Context: an optimization exercise on an open-source flow, tuned for a short achievable clock period and few clock cycles per item. The choices shown serve that exercise and are no tape-out recipe. RTL that was checked went through simulation tests only; none was proved equivalent to the original.

north:
==> module sp_top, before the edit <==
module sp_top (
	input  wire logic          clk,
	input  wire logic          rst_n,
	input  wire logic          in_valid,
	input  wire sp_pkg::elem_t in_data,
	input  wire sp_pkg::mode_t in_mode,
	output logic               out_valid,
	output sp_pkg::elem_t      out_data
);
	localparam logic [8:0] INF = 9'h1FF;
	logic       v1;
	logic [2:0] idx;
	logic [2:0] k1;
	logic [8:0] x;
	logic [1:0] mode;
	always_ff @(posedge clk or negedge rst_n) begin
		if (!rst_n) begin
			v1  <= 1'b0;
			idx <= '0;
		end else begin
			v1 <= in_valid;
			if (in_valid) begin
				idx <= (idx == 3'd5) ? 3'd0 : idx + 3'd1;
			end
		end
	end
	always_ff @(posedge clk) begin
		x  <= in_data;
		k1 <= idx;
		if (in_valid && idx == 3'd0) begin
			mode <= in_mode;
		end
	end
	logic [8:0] bi;
	mod_inverse u_inv (
		.clk     (clk),
		.value   (in_data),
		.inv     ((idx == 3'd0) ? in_mode[0] : mode[0]),
		.value_q (x),
		.result  (bi)
	);
	logic       v2;
	logic [2:0] k2;
	logic [8:0] x2;
	logic [8:0] br;
	logic [8:0] brn;
	logic [8:0] bc;
	always_ff @(posedge clk or negedge rst_n) begin
		if (!rst_n) begin
			v2 <= 1'b0;
		end else begin
			v2 <= v1;
		end
	end
	always_ff @(posedge clk) begin
		k2  <= k1;
		x2  <= x;
		br  <= bi;
		brn <= ~bi;
	end
	assign bc = ~brn;
	logic [5:0][8:0] s;
	logic [5:0][8:0] s_in;
	logic [5:0][8:0] s_ins;
	logic [5:0]      lt;
	always_comb begin
		for (int j = 0; j < 6; j++) begin
			s_in[j] = (k2 == 3'd0) ? INF : s[j];
		end
		for (int j = 0; j < 6; j++) begin
			lt[j] = sp_pkg::lt9(br, s_in[j]);
		end
		for (int j = 0; j < 6; j++) begin
			if (!lt[j]) begin
				s_ins[j] = s_in[j];
			end else if (j == 0) begin
				s_ins[j] = br;
			end else begin
				s_ins[j] = lt[j-1] ? s_in[j-1] : br;
			end
		end
	end
	always_ff @(posedge clk) begin
		if (v2) begin
			s <= s_ins;
		end
	end
	logic [10:0] tp2;
	logic [10:0] tq2;
	logic [10:0] cs_s;
	logic [10:0] cs_c;
	assign tp2 = {sp_pkg::add9({1'b0, x2[8:1]}, br, 1'b0), x2[0]};
	assign cs_s = 11'(x2) ^ 11'({br, 1'b0}) ^ 11'(br);
	assign cs_c = 11'({(11'(x2) & 11'({br, 1'b0})) | (11'(x2) & 11'(br))
		| (11'({br, 1'b0}) & 11'(br)), 1'b0});
	assign tq2 = sp_pkg::add11(cs_s, cs_c);
	logic        v3;
	logic        v4;
	logic [2:0]  k3;
	logic [2:0]  k4;
	logic [10:0] tp3;
	logic [10:0] tq3;
	logic [8:0]  p4;
	logic [5:0][8:0] r;
	logic [5:0][8:0] r3;
	always_ff @(posedge clk or negedge rst_n) begin
		if (!rst_n) begin
			v3 <= 1'b0;
			v4 <= 1'b0;
		end else begin
			v3 <= v2;
			v4 <= v3;
		end
	end
	always_ff @(posedge clk) begin
		k3  <= k2;
		tp3 <= tp2;
		tq3 <= tq2;
		k4  <= k3;
		p4  <= sp_pkg::mod3(tp3);
		if (v3) begin
			r[k3] <= mode[1] ? sp_pkg::mod3(tp3) : sp_pkg::mod4(tq3);
		end
		if (v4) begin
			r3[k4] <= 9'(sp_pkg::add9(p4, 9'd3, 1'b0));
		end
	end
	logic       armed;
	logic       fs;
	logic       fsd;
	logic       busy;
	logic [5:0] oc;
	logic [8:0] nx;
	logic       lt_is;
	logic       lt_ib;
	logic       lt_bs;
	logic       lt_b1;
	logic       lt_b2;
	logic [8:0] e0_i;
	logic [8:0] e0_b;
	logic [8:0] e0_s;
	logic [8:0] e0_rest;
	logic [8:0] e0_sort;
	logic [8:0] e1_s0;
	logic [8:0] e1_s1;
	logic [8:0] e1_b;
	logic [8:0] e1_ins;
	logic [8:0] e2_s1;
	logic [8:0] e2_s2;
	logic [8:0] e2_b;
	logic [8:0] e2_ins;
	logic [5:0][8:0] e_gen;
	logic [8:0] e_ahead;
	logic [8:0] d_idle;
	logic [8:0] d_arm;
	logic [8:0] n_idle;
	assign lt_is   = sp_pkg::lt9(bi, s[0]);
	assign lt_ib   = !v2 || sp_pkg::lt9(bi, bc);
	assign lt_bs   = v2 && sp_pkg::lt9(bc, s[0]);
	assign e0_i    = sp_pkg::addmod3(r[0], r3[0], bi);
	assign e0_b    = sp_pkg::addmod3(r[0], r3[0], bc);
	assign e0_s    = sp_pkg::addmod3(r[0], r3[0], s[0]);
	assign e0_rest = lt_bs ? e0_b : e0_s;
	assign e0_sort = (lt_is && lt_ib) ? e0_i : e0_rest;
	assign lt_b1   = sp_pkg::lt9(bc, s[1]);
	assign e1_s0   = sp_pkg::addmod3(r[1], r3[1], s[0]);
	assign e1_s1   = sp_pkg::addmod3(r[1], r3[1], s[1]);
	assign e1_b    = sp_pkg::addmod3(r[1], r3[1], bc);
	assign e1_ins  = lt_b1 ? (lt_bs ? e1_s0 : e1_b) : e1_s1;
	assign lt_b2   = sp_pkg::lt9(bc, s[2]);
	assign e2_s1   = sp_pkg::addmod3(r[2], r3[2], s[1]);
	assign e2_s2   = sp_pkg::addmod3(r[2], r3[2], s[2]);
	assign e2_b    = sp_pkg::addmod3(r[2], r3[2], bc);
	assign e2_ins  = lt_b2 ? (lt_b1 ? e2_s1 : e2_b) : e2_s2;
	always_comb begin
		e_gen[0] = '0;
		e_gen[1] = '0;
		for (int j = 2; j < 6; j++) begin
			e_gen[j] = mode[1] ? sp_pkg::addmod3(r[j], r3[j], s[j]) : r[j];
		end
		e_ahead = '0;
		for (int j = 1; j < 5; j++) begin
			e_ahead = e_ahead | (e_gen[j+1] & {9{oc[j]}});
		end
	end
	assign d_arm  = armed ? r[0] : '0;
	assign d_idle = fs ? e0_sort : (fsd ? e1_ins : (busy ? nx : '0));
	assign n_idle = fsd ? e2_ins : e_ahead;
	always_ff @(posedge clk or negedge rst_n) begin
		if (!rst_n) begin
			out_valid <= 1'b0;
			out_data  <= '0;
			busy      <= 1'b0;
			oc        <= '0;
			armed     <= 1'b0;
			fs        <= 1'b0;
			fsd       <= 1'b0;
		end else begin
			armed     <= (in_valid ? idx == 3'd4 : idx == 3'd5) && !mode[1];
			fs        <= in_valid && idx == 3'd5 && mode[1];
			fsd       <= fs;
			out_valid <= in_valid ? armed : (fs || busy);
			out_data  <= in_valid ? d_arm : d_idle;
			if (in_valid) begin
				busy <= armed;
				oc   <= armed ? 6'b000010 : '0;
			end else if (fs) begin
				busy <= 1'b1;
				oc   <= 6'b000010;
			end else if (busy) begin
				oc   <= {oc[4:0], 1'b0};
				busy <= !oc[5];
			end else begin
				oc   <= '0;
			end
		end
	end
	always_ff @(posedge clk) begin
		nx <= in_valid ? r[1] : n_idle;
	end
endmodule
clock: 10.0 ns
lec_check: 0
cap_margin: 30
core_margin: 2
core_utilization: 30
place_density: 0.45
slew_margin: 30
standard.sh (not shown) runs the stock make flow with config.mk's settings and CLKGATE_MAP_FILE= SYNTH_SCRIPT=/design/flow/synth_recipe.tcl, a recipe that flattens the netlist after the stock synthesis.
==> flow/flow/run.sh <==
#!/bin/bash
# Standard layout, with timing repair aimed well below the clock period
# and plain buffers on the ports
set -euo pipefail
bash standard.sh SETUP_SLACK_MARGIN=7.2 "BUFFER_PORTS_ARGS=-buffer_cell sky130_fd_sc_hd__buf_4" finish > standard.log 2>&1
> inputs changed (north -> south)
--- a/flow/design.v
+++ b/flow/design.v
@@ -548,12 +548,12 @@
 	logic [10:0] tp2;
 	logic [10:0] tq2;
 	logic [10:0] cs_s;
 	logic [10:0] cs_c;
-	assign tp2 = {sp_pkg::add9({1'b0, x2[8:1]}, br, 1'b0), x2[0]};
-	assign cs_s = 11'(x2) ^ 11'({br, 1'b0}) ^ 11'(br);
-	assign cs_c = 11'({(11'(x2) & 11'({br, 1'b0})) | (11'(x2) & 11'(br))
-		| (11'({br, 1'b0}) & 11'(br)), 1'b0});
+	assign tp2 = {sp_pkg::add9({1'b0, x2[8:1]}, bc, 1'b0), x2[0]};
+	assign cs_s = 11'(x2) ^ 11'({bc, 1'b0}) ^ 11'(bc);
+	assign cs_c = 11'({(11'(x2) & 11'({bc, 1'b0})) | (11'(x2) & 11'(bc))
+		| (11'({bc, 1'b0}) & 11'(bc)), 1'b0});
 	assign tq2 = sp_pkg::add11(cs_s, cs_c);
 	logic        v3;
 	logic        v4;
 	logic [2:0]  k3;
@@ -585,23 +585,25 @@
 			r3[k4] <= 9'(sp_pkg::add9(p4, 9'd3, 1'b0));
 		end
 	end
 	logic       armed;
-	logic       fs;
-	logic       fsd;
+	logic       f2;
+	logic       f2d;
+	logic       f3a;
+	logic       f3;
 	logic       busy;
 	logic [5:0] oc;
 	logic [8:0] nx;
-	logic       lt_is;
-	logic       lt_ib;
+	logic       lt_xs;
+	logic       lt_xb;
 	logic       lt_bs;
 	logic       lt_b1;
 	logic       lt_b2;
-	logic [8:0] e0_i;
+	logic [8:0] e0_x;
 	logic [8:0] e0_b;
 	logic [8:0] e0_s;
 	logic [8:0] e0_rest;
-	logic [8:0] e0_sort;
+	logic [8:0] e0_m2;
 	logic [8:0] e1_s0;
 	logic [8:0] e1_s1;
 	logic [8:0] e1_b;
 	logic [8:0] e1_ins;
@@ -613,16 +615,16 @@
 	logic [8:0] e_ahead;
 	logic [8:0] d_idle;
 	logic [8:0] d_arm;
 	logic [8:0] n_idle;
-	assign lt_is   = sp_pkg::lt9(bi, s[0]);
-	assign lt_ib   = !v2 || sp_pkg::lt9(bi, bc);
+	assign lt_xs   = sp_pkg::lt9(x, s[0]);
+	assign lt_xb   = !v2 || sp_pkg::lt9(x, bc);
 	assign lt_bs   = v2 && sp_pkg::lt9(bc, s[0]);
-	assign e0_i    = sp_pkg::addmod3(r[0], r3[0], bi);
+	assign e0_x    = sp_pkg::addmod3(r[0], r3[0], x);
 	assign e0_b    = sp_pkg::addmod3(r[0], r3[0], bc);
 	assign e0_s    = sp_pkg::addmod3(r[0], r3[0], s[0]);
+	assign e0_m2   = (lt_xs && lt_xb) ? e0_x : e0_rest;
 	assign e0_rest = lt_bs ? e0_b : e0_s;
-	assign e0_sort = (lt_is && lt_ib) ? e0_i : e0_rest;
 	assign lt_b1   = sp_pkg::lt9(bc, s[1]);
 	assign e1_s0   = sp_pkg::addmod3(r[1], r3[1], s[0]);
 	assign e1_s1   = sp_pkg::addmod3(r[1], r3[1], s[1]);
 	assign e1_b    = sp_pkg::addmod3(r[1], r3[1], bc);
@@ -643,29 +645,33 @@
 			e_ahead = e_ahead | (e_gen[j+1] & {9{oc[j]}});
 		end
 	end
 	assign d_arm  = armed ? r[0] : '0;
-	assign d_idle = fs ? e0_sort : (fsd ? e1_ins : (busy ? nx : '0));
-	assign n_idle = fsd ? e2_ins : e_ahead;
+	assign d_idle = f2 ? e0_m2 : (f3 ? e0_rest : (f2d ? e1_ins : (busy ? nx : '0)));
+	assign n_idle = f3 ? e1_ins : (f2d ? e2_ins : e_ahead);
 	always_ff @(posedge clk or negedge rst_n) begin
 		if (!rst_n) begin
 			out_valid <= 1'b0;
 			out_data  <= '0;
 			busy      <= 1'b0;
 			oc        <= '0;
 			armed     <= 1'b0;
-			fs        <= 1'b0;
-			fsd       <= 1'b0;
+			f2        <= 1'b0;
+			f2d       <= 1'b0;
+			f3a       <= 1'b0;
+			f3        <= 1'b0;
 		end else begin
 			armed     <= (in_valid ? idx == 3'd4 : idx == 3'd5) && !mode[1];
-			fs        <= in_valid && idx == 3'd5 && mode[1];
-			fsd       <= fs;
-			out_valid <= in_valid ? armed : (fs || busy);
+			f2        <= in_valid && idx == 3'd5 && mode == 2'b10;
+			f2d       <= f2;
+			f3a       <= in_valid && idx == 3'd5 && mode == 2'b11;
+			f3        <= f3a;
+			out_valid <= in_valid ? armed : (f2 || f3 || busy);
 			out_data  <= in_valid ? d_arm : d_idle;
 			if (in_valid) begin
 				busy <= armed;
 				oc   <= armed ? 6'b000010 : '0;
-			end else if (fs) begin
+			end else if (f2 || f3) begin
 				busy <= 1'b1;
 				oc   <= 6'b000010;
 			end else if (busy) begin
 				oc   <= {oc[4:0], 1'b0};
Findings:
Status | south and north | clean
[south vs north] final period demand of the worst path: lower in south
Relative to north, the initial antenna violation count of south is lower by 3.
Taking north as the reference point, the width of the die of south falls by about 0.6%.
Signed area change from the synthesized netlist to the final layout, south and north: higher on south
Compared with north, south shows a higher worst setup slack after layout.
Between north and south, the flow reports number of clock sinks increasing slightly.
In south, amount of wire on met3 after detailed routing is higher than in north.
Against north, south reports a synthesized cell count that is lower.
Testbench counts of south, summed over its fixed seeds: cycles 2,259, jobs 192.
Function not checked in north: the RTL went through the layout flow alone.

## what the ideal ports hide
No port has a modelled driver above. Below, the same layouts with a new extraction and two added sets of constraints.
Step 1 (the two cells are an assumption about what drives the block):
set clk [get_ports {clk}]
set_driving_cell -lib_cell sky130_fd_sc_hd__clkbuf_16 $clk
set_driving_cell -lib_cell sky130_fd_sc_hd__buf_2 [delete_from_list [all_inputs] $clk]
Step 2 times the ports against the registers' clock, not the clock port: input delays grow and output delays shrink by t, the midpoint of the rising clock arrivals with the driver on.
Three values: no drivers, after step 1, after step 2; two values: the first two.
run	t, ns	setup slack, ns	hold slack, ns	worst setup path at the end	latest minus earliest clock arrival (ns)
north	0.761	6.184 / 6.184 / 5.917	0.326 / 0.326 / 0.326	input to register	0.064 / 0.064
south	0.724	6.795 / 6.731 / 6.233	0.333 / 0.333 / 0.333	input to register	0.114 / 0.115
After both steps setup and hold are still met in every run listed. For south, which loses most, drivers alone change the setup slack by -0.064 ns; drivers and shift together by -0.562 ns.
